Background: an optimization exercise with open tools, aiming at small area. Do not read the settings as production practice.
The RTL was checked by simulation tests, not by an equivalence proof against the original design.
Power and IR drop assume default switching activity.

[design/flow/design.v]
module depuncture_fifo #(
  parameter int OUT_W = 2,
  parameter int DEPTH = 512
) (
  input  logic                     clock,
  input  logic                     reset,
  input  logic                     flush,
  input  logic [1:0]               mode,
  input  logic                     data_in,
  input  logic                     data_in_valid,
  output logic                     data_in_ready,
  output logic [OUT_W-1:0]         data_out,
  output logic [OUT_W-1:0]         erase_out,
  output logic                     data_out_valid,
  input  logic                     data_out_ready,
  output logic [$clog2(DEPTH):0]   level,
  output logic                     overflow
);
  localparam int AW = $clog2(DEPTH);
  localparam int LW = AW + 1;
  logic [DEPTH-1:0] data_mem;
  logic [DEPTH-1:0] erase_mem;
  logic [AW-1:0]    wr_ptr;
  logic [AW-1:0]    rd_ptr;
  logic [1:0]       phase;
  logic [1:0]       cur_mode;
  logic [1:0]       eff_mode;
  logic [1:0]       rate;
  logic [1:0]       next_phase;
  logic [1:0]       n_slots;
  logic             accept;
  logic             pop;
  logic [LW-1:0]    level_next;
  logic [OUT_W-1:0] rd_data;
  logic [OUT_W-1:0] rd_erase;
  assign data_in_ready = (LW'(DEPTH) - level) >= LW'(3);
  assign accept        = data_in_valid && data_in_ready && !flush;
  assign pop           = (level >= LW'(OUT_W)) && (!data_out_valid || data_out_ready);
  assign eff_mode      = (phase == 2'd0) ? mode : cur_mode;
  assign rate          = (eff_mode == 2'd3) ? 2'd0 : eff_mode;
  assign level_next    = level + (accept ? LW'(n_slots) : LW'(0)) - (pop ? LW'(OUT_W) : LW'(0));
  always_comb begin
    n_slots    = 2'd1;
    next_phase = phase;
    case (rate)
      2'd1: begin
        next_phase = phase + 2'd1;
        if (phase == 2'd2) begin
          n_slots = 2'd3;
        end else begin
          n_slots = 2'd1;
        end
      end
      2'd2: begin
        if (phase == 2'd2) begin
          next_phase = 2'd0;
          n_slots    = 2'd2;
        end else begin
          next_phase = phase + 2'd1;
          n_slots    = 2'd1;
        end
      end
      default: begin
        next_phase = 2'd0;
        n_slots    = 2'd1;
      end
    endcase
  end
  always_comb begin
    rd_data  = '0;
    rd_erase = '0;
    for (int i = 0; i < OUT_W; i++) begin
      rd_data[i]  = data_mem[rd_ptr + AW'(i)];
      rd_erase[i] = erase_mem[rd_ptr + AW'(i)];
    end
  end
  always_ff @(posedge clock) begin
    if (accept) begin
      data_mem[wr_ptr]  <= data_in;
      erase_mem[wr_ptr] <= 1'b0;
      if (n_slots >= 2'd2) begin
        data_mem[wr_ptr + AW'(1)]  <= 1'b0;
        erase_mem[wr_ptr + AW'(1)] <= 1'b1;
      end
      if (n_slots == 2'd3) begin
        data_mem[wr_ptr + AW'(2)]  <= 1'b0;
        erase_mem[wr_ptr + AW'(2)] <= 1'b1;
      end
    end
  end
  always_ff @(posedge clock or posedge reset) begin
    if (reset) begin
      wr_ptr         <= '0;
      rd_ptr         <= '0;
      phase          <= 2'd0;
      cur_mode       <= 2'd0;
      level          <= '0;
      overflow       <= 1'b0;
      data_out       <= '0;
      erase_out      <= '0;
      data_out_valid <= 1'b0;
    end else if (flush) begin
      wr_ptr         <= '0;
      rd_ptr         <= '0;
      phase          <= 2'd0;
      cur_mode       <= 2'd0;
      level          <= '0;
      overflow       <= 1'b0;
      data_out       <= '0;
      erase_out      <= '0;
      data_out_valid <= 1'b0;
    end else begin
      if (accept) begin
        wr_ptr <= wr_ptr + AW'(n_slots);
        phase  <= next_phase;
        if (phase == 2'd0) begin
          cur_mode <= mode;
        end
      end
      if (data_in_valid && !data_in_ready) begin
        overflow <= 1'b1;
      end
      if (pop) begin
        rd_ptr         <= rd_ptr + AW'(OUT_W);
        data_out       <= rd_data;
        erase_out      <= rd_erase;
        data_out_valid <= 1'b1;
      end else if (data_out_ready) begin
        data_out_valid <= 1'b0;
      end
      level <= level_next;
    end
  end
endmodule
[design/flow/run.sh]
#!/bin/bash
# synth_recipe.tcl (not shown) runs the flow's synth.tcl, then flattens the netlist and writes it again
# the make line also repeats each setting of config.mk as NAME=value (left out here)
make -C /OpenROAD-flow-scripts/flow DESIGN_CONFIG=/design/flow/config.mk WORK_HOME=/design/flow/orfs CLKGATE_MAP_FILE= SYNTH_SCRIPT=/design/flow/synth_recipe.tcl finish
[design/flow/config.mk]
export PLATFORM = sky130hd
export DESIGN_NAME = depuncture_fifo
export DESIGN_NICKNAME = depuncture_fifo
export VERILOG_FILES = /design/flow/design.v
export SDC_FILE = /design/flow/constraint.sdc
export NUM_CORES = 4
export LEC_CHECK = 0
export CAP_MARGIN = 20
export CORE_MARGIN = 2
export CORE_UTILIZATION = 40
export SLEW_MARGIN = 20
[design/flow/constraint.sdc]
create_clock -name core_clock -period 10.0 [get_ports {clock}]
set_input_delay 2.0000 -clock core_clock [delete_from_list [all_inputs] [get_ports {clock}]]
set_output_delay 2.0000 -clock core_clock [all_outputs]
set_load 0.01 [all_outputs]
==> impl_metrics.tcl <==
set metrics [dict create \
    grt_pass1_vias 55700 \
    maxCapViolCount 0 \
    syn-num-nets 6089 \
    syn_area_um2 65900 \
    critPathKind "flop to flop" \
    rsz0062_at_grt "false" \
    crit_chain "ha_1, nand2_1, o41ai_4, mux2_2, xor2_4, buf_4, buf_4, nand3_1, o32ai_1, nor2_1" \
    path_common_cell "buf_4" \
    clk_pin_slew_ns 0.06 \
    filler_cell_count 15000 \
    finalWorstSetupSlack_ns 4.03 \
    dpl.cell_count 7855 \
    path_delay_family "compound AO/OA/AOI/OAI gates" \
    cts_tree "yes" \
    ys.flop_type "edfxtp_1" \
    peakVddDrop_uv 158 \
    dp_hpwl_mm 183 \
    vias_per_cell 7.29 \
    postCtsHoldBufs 0 \
    max_stage_delay_ns 0.88 \
    slew_headroom_pct 10.8 \
    wl_met3_mm 45.7 \
    avgSynthCellArea_um2 10.9 \
    antenna_found_initial 12 \
    powerDensity_nw_per_um2 193 \
    r2r_slack_ns 4.03 \
    cts_resized 0 \
    met1_length_mm 105 \
    cp_max_fo 33 \
    slowest_stage "nand3_1" \
    grtUsageTotal_pct 33.6 \
    hp-class "flop to flop" \
    final_max_slew_viol_count 0 \
    ff2ff_path_depth 10 \
    seq_area_frac_synth_pct 48.1 \
    p_leak_nw 22.4 \
    final_area_um2 72400 \
    run_status "finished clean" \
    multi_input_comb_area_um2 32300 \
    finalSetupTns_ns 0 \
    met2_length_mm 117 \
    synth_area_leaders "edfxtp_1 (47%), mux4_2 (7.7%), mux2i_1 (6.5%)" \
    gp_congestion 0.999 \
    die_area_um2 168000 \
    holdPathEnd "overflow" \
    coreArea_um2 163000 \
    drc_errors 0 \
    setup_violations 0 \
    die_height_um 410 \
    r2r-end "data_mem[139]" \
    numCtsBuffers 121 \
    io-pin-count 25 \
    min-delay-start "overflow" \
    final_core_utilization_pct 44.4 \
    p_total_mw 13.9 \
    cts.sinks 1061 \
    clock_path_buffers 3 \
    synth_cell_type_count 100 \
    drive_above_1_share_pct 12.9 \
    initial_core_util_pct 40.4 \
    cp.arrival_ns 6.49 \
    postCtsSetupRepairBufs 0 \
    yosysTopAreaCellShare_pct 46.7 \
    instances_no_fill 8085 \
    highest_layer "met5" \
    critical_path_buf_inv_count 2 \
    dr.pass1.iters 12 \
    syn_inst 6043 \
    vias 58900 \
    synth.largest_area_cell "edfxtp_1" \
    fmaxAchievable_mhz 168 \
    whs_ns 0.517 \
    placed_area_um2 68600 \
    end_kind "flop" \
    wl_per_cell_um 36.1 \
    cp-start-kind "flop" \
    register_area_um2 31700 \
    grt_overflow 0 \
    port_buffers 24 \
    cp.required_ns 10.52 \
    worstMarginPinSlew_ns 1.33 \
    synth_edf_count 1024 \
    ys.warnings.count 1 \
    skew_ns 0.0399 \
    dp_slack_ns 3.41 \
    die_w_um 410 \
    worstHoldPathCells 2 \
    wl_mm 292 \
    area_growth_pct 9.90 \
    ys_async_sr_fraction_pct 3.49 \
    min_period_over_period_pct 59.7 \
    grt_max_degree 187 \
    drt_iter0_drc 11000 \
    cts.root.buffer_cell "clkbuf_16" \
    ys_ff_latch 1061 \
    nets 5851 \
    clkLatencyLatePin_ns 0.81 \
    htreeDepth 3 \
    grt_first_pass_wirelength_mm 412 \
    period_minus_slack_ns 5.97 \
    rows 148 \
    finalHoldViolations 0 \
    final_antenna_net_count 0 \
    r2r_start "wr_ptr[1]" \
]
==> flip-flops by register name, summed over array words and instances, names as in the netlist <==
name	count
erase_mem	512
wr_ptr	9
data_out	2
erase_out	2
phase	2
cur_mode	2
data_mem	512
level	10
data_out_valid	1
rd_ptr	8
overflow	1
==> layout make-up <==
cell class,instances,share of cell area (%)
antenna,6,0.0207
clock buffer,152,4.39
clock inverter,70,0.790
inverter,44,0.228
multi-input combinational,4372,44.6
sequential,1061,43.8
tap,2175,3.76
timing repair buffer,205,2.47
==> synthesized netlist by cell type, types with 155 or more instances <==
cell	count
a21o_1	211
a21oi_1	247
buf_2	155
clkbuf_1	351
edfxtp_1	1024
mux2i_1	425
mux4_2	224
nand2_1	612
nand3_1	331
nor2_1	538
o21ai_0	298
o221ai_1	173
==> worst max path at each step <==
stage          slack [ns]          start       endpoint  depth (start not counted)
5_1_grt              4.00       level[3]  data_in_ready                          7
3_3_place_gp         3.41        mode[1]  data_mem[164]                         11
3_5_place_dp         3.41        mode[1]  data_mem[427]                         11
2_1_floorplan       -9.69  data_in_valid       level[8]                         14
4_1_cts              4.15      wr_ptr[1]  data_mem[436]                          8
6_report             4.03      wr_ptr[1]  data_mem[139]                         10
==> cell families (layout without fill, tap and decap cells) <==
family / count (synthesis) / in the layout / synth area share [%]
simple gates: 1933 / 1933 / 13.4
xor+xnor: 46 / 46 / 0.635
flops: 1061 / 1061 / 48.1
buf+inv: 610 / 471 / 3.90
fa+ha+maj: 38 / 38 / 0.745
mux: 670 / 670 / 14.5
compound gates: 1685 / 1685 / 18.8
other cells: 0 / 6 / 0
==> layer usage <==
layer  GRT usage [%]  vias up
met2            46.2     5177
li1                -    23500
met5               0        -
met3            12.5     1211
met4            22.8       14
met1            43.7    29000
==> cells in the final DEF, fill, tap and decap left out, types with 85 or more instances in the layout <==
cell type	count
a21o_1	211
o221ai_1	173
nand2_1	603
a221oi_1	146
nand4_1	87
mux2i_1	425
o21ai_0	297
o32ai_1	141
clkbuf_16	122
nor2_1	525
nand3_1	328
a21oi_1	241
mux4_2	224
a211oi_1	85
o22ai_1	122
nor3_1	104
buf_4	165
edfxtp_1	1024
==> power breakdown <==
group / internal [mW] / leakage [nW] / switching (mW)
clock: 2.44 / 1.83 / 2.02
combinational: 1.36 / 10.6 / 2.77
sequential: 5.12 / 10.0 / 0.231
total: 8.92 / 22.4 / 5.02
==> worst reg2reg max path: cells and delay by family, from the launching register on <==
kind | cells | cell delay, ns
adders and majority gates | 1 | 0.76
AOI/OAI and AO/OA | 2 | 1.36
buffers and inverters | 2 | 0.93
muxes | 1 | 0.47
xor gates and xnor gates | 1 | 0.13
and+or+nand+nor | 3 | 1.24
DFF | 1 | 0.84

[port drivers added, routing unchanged]
The flow's constraints put no driver on any port. The routed layout listed below was extracted and timed again, unchanged, in two steps.
Step 1 sets driving cells, clkbuf_16 on the clock port and buf_2 on the other inputs (assumed; they add their load-dependent delay and slew).
Step 2 times the ports against the registers' clock, not the clock port: input delays grow and output delays shrink by t, the midpoint of the rising clock arrivals with the driver on.
Slacks: no drivers / after step 1 / after step 2; pairs: no drivers / after step 1.
t (ns): 0.870
setup slack, ns: 4.030 / 4.030 / 3.231
worst setup path at the end: input to register
slew at the worst register clock pin (ns): 0.07 / 0.07
worst slew at a driven data input, ns: 0.17
After both steps setup and hold are still met in this run. The setup slack of this run moves by 0.000 ns with the drivers and by -0.799 ns with both steps.
